Context: an optimization exercise on an open-source flow, tuned for small area and few clock cycles per item. The choices shown serve that exercise and are no tape-out recipe.
Where RTL was checked, it was by simulation tests only, not by an equivalence proof against the original. The flow treats the clock pin as an ideal source, which a real chip does not have.

==> xenon <==
==> flow/design.v <==
package ofdm_pkg;
  localparam int N_FFT    = 64;
  localparam int LOG2_N   = 6;
  localparam int CP_LEN   = 16;
  localparam int SAMPLE_W = 32;
  typedef enum logic [1:0] {
    IDLE = 2'd0,
    PFX  = 2'd1,
    BODY = 2'd2
  } rd_state_e;
endpackage
module cp_ram
#(
   parameter int WIDTH = 32,
   parameter int N     = 64
) (
   input  logic             clk,
   input  logic [N/4-1:0]   ins,      
   input  logic [WIDTH-1:0] wd,
   input  logic [1:0]       tap,      
   output logic [WIDTH-1:0] rd
);
   logic [WIDTH-1:0] ring [N];
   logic [WIDTH-1:0] wd_n;
   assign wd_n = ~wd;
   always_ff @(posedge clk) begin
      for (int p = 0; p < N; p++) begin
         if (p % 4 == 1) ring[p] <= ins[p / 4] ? (((p / 4) % 2 == 1) ? wd_n : wd)
                                               : ~ring[(p + N - 1) % N];
         else            ring[p] <= ring[(p + N - 1) % N];
      end
   end
   always_comb begin
      case (tap)
         2'd0:    rd = ~ring[0];
         2'd1:    rd = ~ring[N / 4];
         2'd2:    rd = ~ring[N / 2];
         default: rd = ~ring[3 * N / 4];
      endcase
   end
endmodule
module cp_insert
#(
   parameter int WIDTH = 32,
   parameter int N     = 64,
   parameter int B     = 6,
   parameter int CP    = 16
) (
   input  logic             clk,
   input  logic             rst,
   input  logic             ena_in,
   input  logic [WIDTH-1:0] dat_in,
   output logic             in_rdy,
   output logic             val_out,
   output logic             sym_sta,
   output logic [WIDTH-1:0] dat_out
);
   if (N != 64 || B != 6 || CP != 16) begin : g_bad_par
      $error("cp_insert: this implementation is built for N = 64, B = 6, CP = 16");
   end
   localparam int L = N + CP;
   logic [B-1:0] ph, ph_nxt;
   logic [B-1:0] wa, wa_nxt;
   logic [B-1:0] wpos;
   logic         full, full_nxt;
   logic         act, act_nxt;
   logic [6:0]   cnt, cnt_nxt;
   logic [1:0]   tsel, tsel_nxt;
   logic         free, rdy, acc, last_in, last_out, start;
   logic [N/4-1:0] ins;
   assign wpos = ph + B'(1) - wa;
   assign free = !full || (act && cnt >= 7'(CP) && {1'b0, wa} <= cnt - 7'(CP));
   assign rdy  = (wpos[1:0] == 2'b01) && free;
   assign acc  = ena_in && rdy;
   always_comb begin
      ins = '0;
      if (acc) ins[wpos[B-1:2]] = 1'b1;
   end
   assign last_in  = acc && (wa == B'(N - 1));
   assign last_out = act && (cnt == 7'(L - 1));
   assign wa_nxt   = acc ? wa + B'(1) : wa;
   assign full_nxt = last_in || (full && !last_out);
   assign ph_nxt   = (!full_nxt && wa_nxt == '0) ? '0 : ph + B'(1);
   assign start    = full_nxt && (!act || last_out) && (ph_nxt[3:0] == 4'(N - CP));
   always_comb begin
      act_nxt  = act;
      cnt_nxt  = cnt;
      tsel_nxt = tsel;
      if (start) begin
         act_nxt  = 1'b1;
         cnt_nxt  = '0;
         tsel_nxt = ph_nxt[5:4] - 2'd3;
      end else if (act) begin
         cnt_nxt = cnt + 7'd1;
         if (last_out) act_nxt = 1'b0;
      end
   end
   always_ff @(posedge clk or negedge rst) begin
      if (!rst) begin
         ph   <= '0;
         wa   <= '0;
         full <= 1'b0;
         act  <= 1'b0;
         cnt  <= '0;
         tsel <= '0;
      end else begin
         ph   <= ph_nxt;
         wa   <= wa_nxt;
         full <= full_nxt;
         act  <= act_nxt;
         cnt  <= cnt_nxt;
         tsel <= tsel_nxt;
      end
   end
   cp_ram #(
      .WIDTH (WIDTH),
      .N     (N)
   ) u_ram (
      .clk (clk),
      .ins (ins),
      .wd  (dat_in),
      .tap (tsel),
      .rd  (dat_out)
   );
   assign in_rdy  = rdy;
   assign val_out = act;
   assign sym_sta = act && (cnt == '0);
endmodule
==> flow/run.sh <==
#!/bin/bash
# synth_recipe.tcl (not shown) runs the flow's synth.tcl, then flattens the netlist and writes it again
# the make line also repeats each setting of config.mk as NAME=value (left out here)
make -C /OpenROAD-flow-scripts/flow DESIGN_CONFIG=/design/flow/config.mk WORK_HOME=/design/flow/orfs CLKGATE_MAP_FILE= SYNTH_SCRIPT=/design/flow/synth_recipe.tcl finish
==> flow/config.mk <==
export PLATFORM = sky130hd
export DESIGN_NAME = cp_insert
export DESIGN_NICKNAME = cp_insert
export VERILOG_FILES = /design/flow/design.v
export SDC_FILE = /design/flow/constraint.sdc
export NUM_CORES = 4
export LEC_CHECK = 0
export CAP_MARGIN = 20
export CORE_MARGIN = 2
export CORE_UTILIZATION = 60
export CTS_BUF_LIST = sky130_fd_sc_hd__clkbuf_8
export CTS_CLUSTER_DIAMETER = 50
export CTS_CLUSTER_SIZE = 20
export SLEW_MARGIN = 20
export SYNTH_MEMORY_MAX_BITS = 16384
==> flow/constraint.sdc <==
create_clock -name core_clock -period 7.0 [get_ports {clk}]
set_input_delay 1.4000 -clock core_clock [delete_from_list [all_inputs] [get_ports {clk}]]
set_output_delay 1.4000 -clock core_clock [all_outputs]
set_load 0.01 [all_outputs]
==> inputs of ember, as changes to xenon <==
==> flow/design.v, changed modules only <==
module cp_ram
#(
   parameter int WIDTH = 32,
   parameter int N     = 64
) (
   input  logic             clk,
   input  logic [N/4-1:0]   keep,     
   input  logic [N/4-1:0]   ins,      
   input  logic [WIDTH-1:0] wd,
   input  logic [3:0]       tap_n,    
   output logic [WIDTH-1:0] rd
);
   logic [WIDTH-1:0] ring [N];
   logic [WIDTH-1:0] wd_n;
   assign wd_n = ~wd;
   always_ff @(posedge clk) begin
      for (int p = 0; p < N; p++) begin
         if (p % 4 == 1) ring[p] <= ~((ring[(p + N - 1) % N] | {WIDTH{ins[p / 4]}}) &
                                      ((((p / 4) % 2 == 0) ? wd : wd_n) | {WIDTH{keep[p / 4]}}));
         else            ring[p] <= ring[(p + N - 1) % N];
      end
   end
   assign rd = (ring[0]     | {WIDTH{tap_n[0]}}) & (ring[N / 4]     | {WIDTH{tap_n[1]}}) &
               (ring[N / 2] | {WIDTH{tap_n[2]}}) & (ring[3 * N / 4] | {WIDTH{tap_n[3]}});
endmodule
module cp_insert
#(
   parameter int WIDTH = 32,
   parameter int N     = 64,
   parameter int B     = 6,
   parameter int CP    = 16
) (
   input  logic             clk,
   input  logic             rst,
   input  logic             ena_in,
   input  logic [WIDTH-1:0] dat_in,
   output logic             in_rdy,
   output logic             val_out,
   output logic             sym_sta,
   output logic [WIDTH-1:0] dat_out
);
   if (N != 64 || B != 6 || CP != 16) begin : g_bad_par
      $error("cp_insert: this implementation is built for N = 64, B = 6, CP = 16");
   end
   logic [B-1:0] ph, ph_nxt;
   logic [B-1:0] wa, wa_nxt;
   logic [B-1:0] wpos;
   logic         full, full_nxt;
   logic         act, act_nxt;
   logic         body, body_nxt;
   logic [3:0]   tap_n, tap_n_nxt;
   logic [1:0]   tnew;
   logic         free, rdy, acc, last_in, last_pfx, last_out, start;
   logic [N/4-1:0] sel, ins;
   assign wpos = ph + B'(1) - wa;
   assign free = !full || (act && body);
   assign rdy  = (wpos[1:0] == 2'b01) && free;
   assign acc  = ena_in && rdy;
   always_comb begin
      sel = '0;
      if (rdy) sel[wpos[B-1:2]] = 1'b1;
   end
   assign ins = ena_in ? sel : '0;
   assign last_in  = acc && (wa == B'(N - 1));
   assign last_pfx = act && !body && (ph[3:0] == 4'hf);
   assign last_out = act && body && (ph[3:0] == 4'hf) && !tap_n[ph[5:4] + 2'd1];
   assign wa_nxt   = acc ? wa + B'(1) : wa;
   assign full_nxt = last_in || (full && !last_out);
   assign ph_nxt   = (!full_nxt && wa == '0 && !acc) ? '0 : ph + B'(1);
   assign start    = full_nxt && (!act || last_out) && (ph[3:0] == 4'hf);
   assign tnew     = ph[5:4] + 2'd2;
   always_comb begin
      act_nxt   = act;
      body_nxt  = body;
      tap_n_nxt = tap_n;
      if (start) begin
         act_nxt   = 1'b1;
         body_nxt  = 1'b0;
         tap_n_nxt = ~(4'b0001 << tnew);
      end else begin
         if (last_pfx) body_nxt = 1'b1;
         if (last_out) act_nxt  = 1'b0;
      end
   end
   always_ff @(posedge clk or negedge rst) begin
      if (!rst) begin
         ph   <= '0;
         wa   <= '0;
         full <= 1'b0;
         act  <= 1'b0;
      end else begin
         ph   <= ph_nxt;
         wa   <= wa_nxt;
         full <= full_nxt;
         act  <= act_nxt;
      end
   end
   always_ff @(posedge clk) begin
      body  <= body_nxt;
      tap_n <= tap_n_nxt;
   end
   cp_ram #(
      .WIDTH (WIDTH),
      .N     (N)
   ) u_ram (
      .clk (clk),
      .keep(~sel),
      .ins (ins),
      .wd  (dat_in),
      .tap_n (tap_n),
      .rd  (dat_out)
   );
   assign in_rdy  = rdy;
   assign val_out = act;
   assign sym_sta = act && !body && (ph[3:0] == 4'h0);
endmodule
==> flow/flow/run.sh (new file) <==
#!/bin/bash
set -e
rm -rf scripts_abc
cp -r "$FLOW_HOME/scripts" scripts_abc
sed -i 's/^&nf$/\&nf -R 1000/; /^buffer -c$/d; /^upsize -c$/d; /^dnsize -c$/d' scripts_abc/abc_speed.script
cp scripts_abc/abc_speed.script abc_speed_script.log
export SCRIPTS_DIR="$PWD/scripts_abc"
export BUFFER_PORTS_ARGS="-buffer_cell sky130_fd_sc_hd__buf_1"
export CTS_ARGS="-sink_clustering_enable -repair_clock_nets -sink_clustering_size 35 -sink_clustering_max_diameter 100 -buf_list sky130_fd_sc_hd__clkbuf_16 -dont_use_dummy_load"
bash standard.sh > standard.log 2>&1
==> flow/standard.sh (new file) <==
#!/bin/bash
# synth_recipe.tcl (not shown) runs the flow's synth.tcl, then flattens the netlist and writes it again
# the make line also repeats each setting of config.mk as NAME=value (left out here)
make -C /OpenROAD-flow-scripts/flow DESIGN_CONFIG=/design/flow/config.mk WORK_HOME=/design/flow/orfs CLKGATE_MAP_FILE= SYNTH_SCRIPT=/design/flow/synth_recipe.tcl "${@:-finish}"
==> flow/config.mk (replaced) <==
export PLATFORM = sky130hd
export DESIGN_NAME = cp_insert
export DESIGN_NICKNAME = cp_insert
export VERILOG_FILES = /design/flow/design.v
export SDC_FILE = /design/flow/constraint.sdc
export NUM_CORES = 4
export LEC_CHECK = 0
export CAP_MARGIN = 10
export CORE_MARGIN = 2
export CORE_UTILIZATION = 60
export CTS_BUF_LIST = sky130_fd_sc_hd__clkbuf_16
export CTS_CLUSTER_DIAMETER = 100
export CTS_CLUSTER_SIZE = 35
export SLEW_MARGIN = 10
export SYNTH_HIERARCHICAL = 1
export SYNTH_MEMORY_MAX_BITS = 16384
removed: flow/run.sh
==> inputs of maple, as changes to xenon <==
==> flow/design.v, changed modules only <==
module cp_ram
#(
   parameter int WIDTH = 32,
   parameter int N     = 64
) (
   input  logic             clk,
   input  logic [N/4-1:0]   keep,     
   input  logic [N/4-1:0]   ins,      
   input  logic [WIDTH-1:0] wd,
   input  logic [3:0]       tap_n,    
   output logic [WIDTH-1:0] rd
);
   logic [WIDTH-1:0] ring [N];
   logic [WIDTH-1:0] wd_n;
   assign wd_n = ~wd;
   always_ff @(posedge clk) begin
      for (int p = 0; p < N; p++) begin
         if (p % 4 == 1) ring[p] <= ~((ring[(p + N - 1) % N] | {WIDTH{ins[p / 4]}}) &
                                      ((((p / 4) % 2 == 0) ? wd : wd_n) | {WIDTH{keep[p / 4]}}));
         else            ring[p] <= ring[(p + N - 1) % N];
      end
   end
   assign rd = (ring[0]     | {WIDTH{tap_n[0]}}) & (ring[N / 4]     | {WIDTH{tap_n[1]}}) &
               (ring[N / 2] | {WIDTH{tap_n[2]}}) & (ring[3 * N / 4] | {WIDTH{tap_n[3]}});
endmodule
module cp_insert
#(
   parameter int WIDTH = 32,
   parameter int N     = 64,
   parameter int B     = 6,
   parameter int CP    = 16
) (
   input  logic             clk,
   input  logic             rst,
   input  logic             ena_in,
   input  logic [WIDTH-1:0] dat_in,
   output logic             in_rdy,
   output logic             val_out,
   output logic             sym_sta,
   output logic [WIDTH-1:0] dat_out
);
   if (N != 64 || B != 6 || CP != 16) begin : g_bad_par
      $error("cp_insert: this implementation is built for N = 64, B = 6, CP = 16");
   end
   logic [B-1:0] ph, ph_nxt;
   logic [B-1:0] wa, wa_nxt;
   logic [B-1:0] wpos;
   logic         full, full_nxt;
   logic         act, act_nxt;
   logic         body, body_nxt;
   logic [1:0]   tsel;
   logic [3:0]   toh, toh_nxt;
   logic [B-1:0] ra;
   logic         free, rdy, acc, last_in, last_pfx, last_out, start;
   logic [N/4-1:0] sel, ins;
   assign tsel = {toh[3] | toh[2], toh[3] | toh[1]};
   assign ra   = {ph[5:4] - tsel, ph[3:0]};
   assign wpos = ph + B'(1) - wa;
   assign free = !full || (act && body);
   assign rdy  = (wpos[1:0] == 2'b01) && free;
   assign acc  = ena_in && rdy;
   always_comb begin
      sel = '0;
      if (rdy) sel[wpos[B-1:2]] = 1'b1;
   end
   assign ins = ena_in ? sel : '0;
   assign last_in  = acc && (wa == B'(N - 1));
   assign last_pfx = act && !body && (ph[3:0] == 4'hf);
   assign last_out = act && body && (ra == B'(N - 1));
   assign wa_nxt   = acc ? wa + B'(1) : wa;
   assign full_nxt = last_in || (full && !last_out);
   assign ph_nxt   = (!full_nxt && wa_nxt == '0) ? '0 : ph + B'(1);
   assign start    = full_nxt && (!act || last_out) && (ph_nxt[3:0] == 4'h0);
   always_comb begin
      act_nxt  = act;
      body_nxt = body;
      toh_nxt  = toh;
      if (start) begin
         act_nxt  = 1'b1;
         body_nxt = 1'b0;
         toh_nxt  = 4'b0001 << (ph_nxt[5:4] + 2'd1);
      end else begin
         if (last_pfx) body_nxt = 1'b1;
         if (last_out) act_nxt  = 1'b0;
      end
   end
   always_ff @(posedge clk or negedge rst) begin
      if (!rst) begin
         ph   <= '0;
         wa   <= '0;
         full <= 1'b0;
         act  <= 1'b0;
      end else begin
         ph   <= ph_nxt;
         wa   <= wa_nxt;
         full <= full_nxt;
         act  <= act_nxt;
      end
   end
   always_ff @(posedge clk) begin
      body <= body_nxt;
      toh  <= toh_nxt;
   end
   cp_ram #(
      .WIDTH (WIDTH),
      .N     (N)
   ) u_ram (
      .clk (clk),
      .keep(~sel),
      .ins (ins),
      .wd  (dat_in),
      .tap_n (~toh),
      .rd  (dat_out)
   );
   assign in_rdy  = rdy;
   assign val_out = act;
   assign sym_sta = act && !body && (ph[3:0] == 4'h0);
endmodule
==> flow/flow/run.sh (new file) <==
#!/bin/bash
set -e
rm -rf scripts_abc
cp -r "$FLOW_HOME/scripts" scripts_abc
sed -i 's/^&nf$/\&nf -R 1000/; /^buffer -c$/d; /^upsize -c$/d; /^dnsize -c$/d' scripts_abc/abc_speed.script
cp scripts_abc/abc_speed.script abc_speed_script.log
export SCRIPTS_DIR="$PWD/scripts_abc"
export BUFFER_PORTS_ARGS="-buffer_cell sky130_fd_sc_hd__buf_1"
export CTS_ARGS="-sink_clustering_enable -repair_clock_nets -sink_clustering_size 34 -sink_clustering_max_diameter 100 -buf_list sky130_fd_sc_hd__clkbuf_16 -dont_use_dummy_load"
bash standard.sh > standard.log 2>&1
==> flow/standard.sh (new file) <==
#!/bin/bash
# synth_recipe.tcl (not shown) runs the flow's synth.tcl, then flattens the netlist and writes it again
# the make line also repeats each setting of config.mk as NAME=value (left out here)
make -C /OpenROAD-flow-scripts/flow DESIGN_CONFIG=/design/flow/config.mk WORK_HOME=/design/flow/orfs CLKGATE_MAP_FILE= SYNTH_SCRIPT=/design/flow/synth_recipe.tcl "${@:-finish}"
==> flow/config.mk (replaced) <==
export PLATFORM = sky130hd
export DESIGN_NAME = cp_insert
export DESIGN_NICKNAME = cp_insert
export VERILOG_FILES = /design/flow/design.v
export SDC_FILE = /design/flow/constraint.sdc
export NUM_CORES = 4
export LEC_CHECK = 0
export CAP_MARGIN = 10
export CORE_MARGIN = 2
export CORE_UTILIZATION = 60
export CTS_BUF_LIST = sky130_fd_sc_hd__clkbuf_16
export CTS_CLUSTER_DIAMETER = 100
export CTS_CLUSTER_SIZE = 34
export SLEW_MARGIN = 10
export SYNTH_HIERARCHICAL = 1
export SYNTH_MEMORY_MAX_BITS = 16384
removed: flow/run.sh
==> inputs of onyx, as changes to xenon <==
==> flow/design.v, changed modules only <==
module cp_insert
#(
   parameter int WIDTH = 32,
   parameter int N     = 64,
   parameter int B     = 6,
   parameter int CP    = 16
) (
   input  logic             clk,
   input  logic             rst,
   input  logic             ena_in,
   input  logic [WIDTH-1:0] dat_in,
   output logic             in_rdy,
   output logic             val_out,
   output logic             sym_sta,
   output logic [WIDTH-1:0] dat_out
);
   if (N != 64 || B != 6 || CP != 16) begin : g_bad_par
      $error("cp_insert: this implementation is built for N = 64, B = 6, CP = 16");
   end
   logic [B-1:0] ph, ph_nxt;
   logic [B-1:0] wa, wa_nxt;
   logic [B-1:0] wpos;
   logic         full, full_nxt;
   logic         act, act_nxt;
   logic         body, body_nxt;
   logic [1:0]   tsel, tsel_nxt;
   logic [B-1:0] ra;
   logic         free, rdy, acc, last_in, last_pfx, last_out, start;
   logic [N/4-1:0] ins;
   assign ra = {ph[5:4] - tsel, ph[3:0]};
   assign wpos = ph + B'(1) - wa;
   assign free = !full || (act && body && wa <= ra);
   assign rdy  = (wpos[1:0] == 2'b01) && free;
   assign acc  = ena_in && rdy;
   always_comb begin
      ins = '0;
      if (acc) ins[wpos[B-1:2]] = 1'b1;
   end
   assign last_in  = acc && (wa == B'(N - 1));
   assign last_pfx = act && !body && (ph[3:0] == 4'hf);
   assign last_out = act && body && (ra == B'(N - 1));
   assign wa_nxt   = acc ? wa + B'(1) : wa;
   assign full_nxt = last_in || (full && !last_out);
   assign ph_nxt   = (!full_nxt && wa_nxt == '0) ? '0 : ph + B'(1);
   assign start    = full_nxt && (!act || last_out) && (ph_nxt[3:0] == 4'h0);
   always_comb begin
      act_nxt  = act;
      body_nxt = body;
      tsel_nxt = tsel;
      if (start) begin
         act_nxt  = 1'b1;
         body_nxt = 1'b0;
         tsel_nxt = ph_nxt[5:4] + 2'd1;
      end else begin
         if (last_pfx) body_nxt = 1'b1;
         if (last_out) act_nxt  = 1'b0;
      end
   end
   always_ff @(posedge clk or negedge rst) begin
      if (!rst) begin
         ph   <= '0;
         wa   <= '0;
         full <= 1'b0;
         act  <= 1'b0;
      end else begin
         ph   <= ph_nxt;
         wa   <= wa_nxt;
         full <= full_nxt;
         act  <= act_nxt;
      end
   end
   always_ff @(posedge clk) begin
      body <= body_nxt;
      tsel <= tsel_nxt;
   end
   cp_ram #(
      .WIDTH (WIDTH),
      .N     (N)
   ) u_ram (
      .clk (clk),
      .ins (ins),
      .wd  (dat_in),
      .tap (tsel),
      .rd  (dat_out)
   );
   assign in_rdy  = rdy;
   assign val_out = act;
   assign sym_sta = act && !body && (ph[3:0] == 4'h0);
endmodule
--- a/flow/config.mk
+++ b/flow/config.mk
@@ -9,6 +9,6 @@
 export CORE_MARGIN = 2
-export CORE_UTILIZATION = 60
-export CTS_BUF_LIST = sky130_fd_sc_hd__clkbuf_8
-export CTS_CLUSTER_DIAMETER = 50
-export CTS_CLUSTER_SIZE = 20
+export CORE_UTILIZATION = 70
+export CTS_BUF_LIST = sky130_fd_sc_hd__clkbuf_16
+export CTS_CLUSTER_DIAMETER = 60
+export CTS_CLUSTER_SIZE = 35
 export SLEW_MARGIN = 20
==> out/metrics.csv <==
metric,value,unit
dr.pass1.iters,5,
synth_xor_area_frac,0.003590,
drt-total-wl,97180,um
regArea,41490,sq um
multi_input_area_share,0.09600,
synth-seq-cells,2067,
path_common_cell,ha_1,
dieArea,79500,sq um
wl_per_cell,23.78,um
taps,1030,
met1_usage,0.3665,
hold-worst-slack,0.3031,ns
worstPathArrival,5.62,ns
status,timing/DRC/antenna clean,
fin_skew,0.04124,ns
syn_nets,2927,
seq_share,0.8286,
place_area,48320,sq um
multi_input_gates,762,
synth_warnings,9,
highest_layer,met4,
(the above is from maple)
==> out/metrics.csv <==
metric,value,unit
fin_skew,0.07132,ns
synth_warnings,9,
seq_share,0.8293,
multi_input_area_share,0.09546,
status,timing/DRC/antenna clean,
hold-worst-slack,0.2440,ns
multi_input_gates,748,
synth_xor_area_frac,0.003215,
place_area,48300,sq um
dr.pass1.iters,5,
setup_viol,0,
wl_per_cell,23.22,um
met1_usage,0.3569,
worstPathArrival,5.73,ns
drt-total-wl,94560,um
(the above is from ember)
==> out/metrics.csv <==
metric,value,unit
status,timing/DRC/antenna clean,
synth_warnings,3,
fin_skew,0.03809,ns
place_area,51230,sq um
hold-worst-slack,0.3140,ns
highest_layer,met4,
dr.pass1.iters,7,
regArea,41580,sq um
dieArea,84670,sq um
drt-total-wl,80040,um
synth-seq-cells,2071,
path_common_cell,ha_1,
wl_per_cell,18.70,um
met1_usage,0.2900,
seq_share,0.7676,
yosys_most_used_dff,dfxtp_1,
diodes,1,
synth_top_family_by_area,multiplexers,
(the above is from xenon)
==> out/metrics.csv <==
metric,value,unit
status,timing/DRC/antenna clean,
synth_xor_area_frac,0.003399,
synth-seq-cells,2065,
dieArea,72620,sq um
drt-total-wl,79020,um
hold-worst-slack,0.3068,ns
multi_input_gates,685,
synth_compound_area_frac,0.008293,
highest_layer,met5,
dr.pass1.iters,5,
wl_per_cell,19.82,um
place_area,50990,sq um
seq_share,0.7743,
met1_usage,0.3213,
path_common_cell,ha_1,
fin_skew,0.04195,ns
syn_nets,2981,
synth_warnings,3,
syn_area,49330,sq um
taps,940,
(the above is from onyx)
Testbench counts of ember, summed over its fixed seeds: cycles 15,872, symbols 192.
Testbench counts of maple, summed over its fixed seeds: cycles 15,872, symbols 192.
Only the layout flow was run in xenon and onyx; the RTL was not checked for function there.

==> static timing again, ports no longer ideal <==
The results above use ideal ports. As a check the final layouts listed here were re-extracted and re-timed, cells and wires unchanged.
Step 1 assumes that a clkbuf_16 drives the clock port and a buf_2 every other input.
Step 2 moves the port delays by t, midway between the first and last clock arrival at a register: inputs arrive t later, outputs are due t later. That takes back most of the time a late clock gives input paths.
Slacks: ideal ports / drivers / drivers and shift; pairs: ideal ports / drivers.
| run | t (ns) | slack for setup (ns) | worst setup path at the end | clock arrival spread, ns |
|---|---|---|---|---|
| xenon | 0.831 | 2.118 / 2.118 / 2.118 | register to register | 0.039 / 0.038 |
| ember | 0.689 | 1.787 / 1.787 / 1.787 | register to register | 0.075 / 0.075 |
| maple | 0.704 | 1.845 / 1.845 / 1.845 | register to register | 0.050 / 0.050 |
| onyx | 0.700 | 1.809 / 1.809 / 1.809 | register to register | 0.042 / 0.042 |
After both steps every run listed still meets setup and hold.
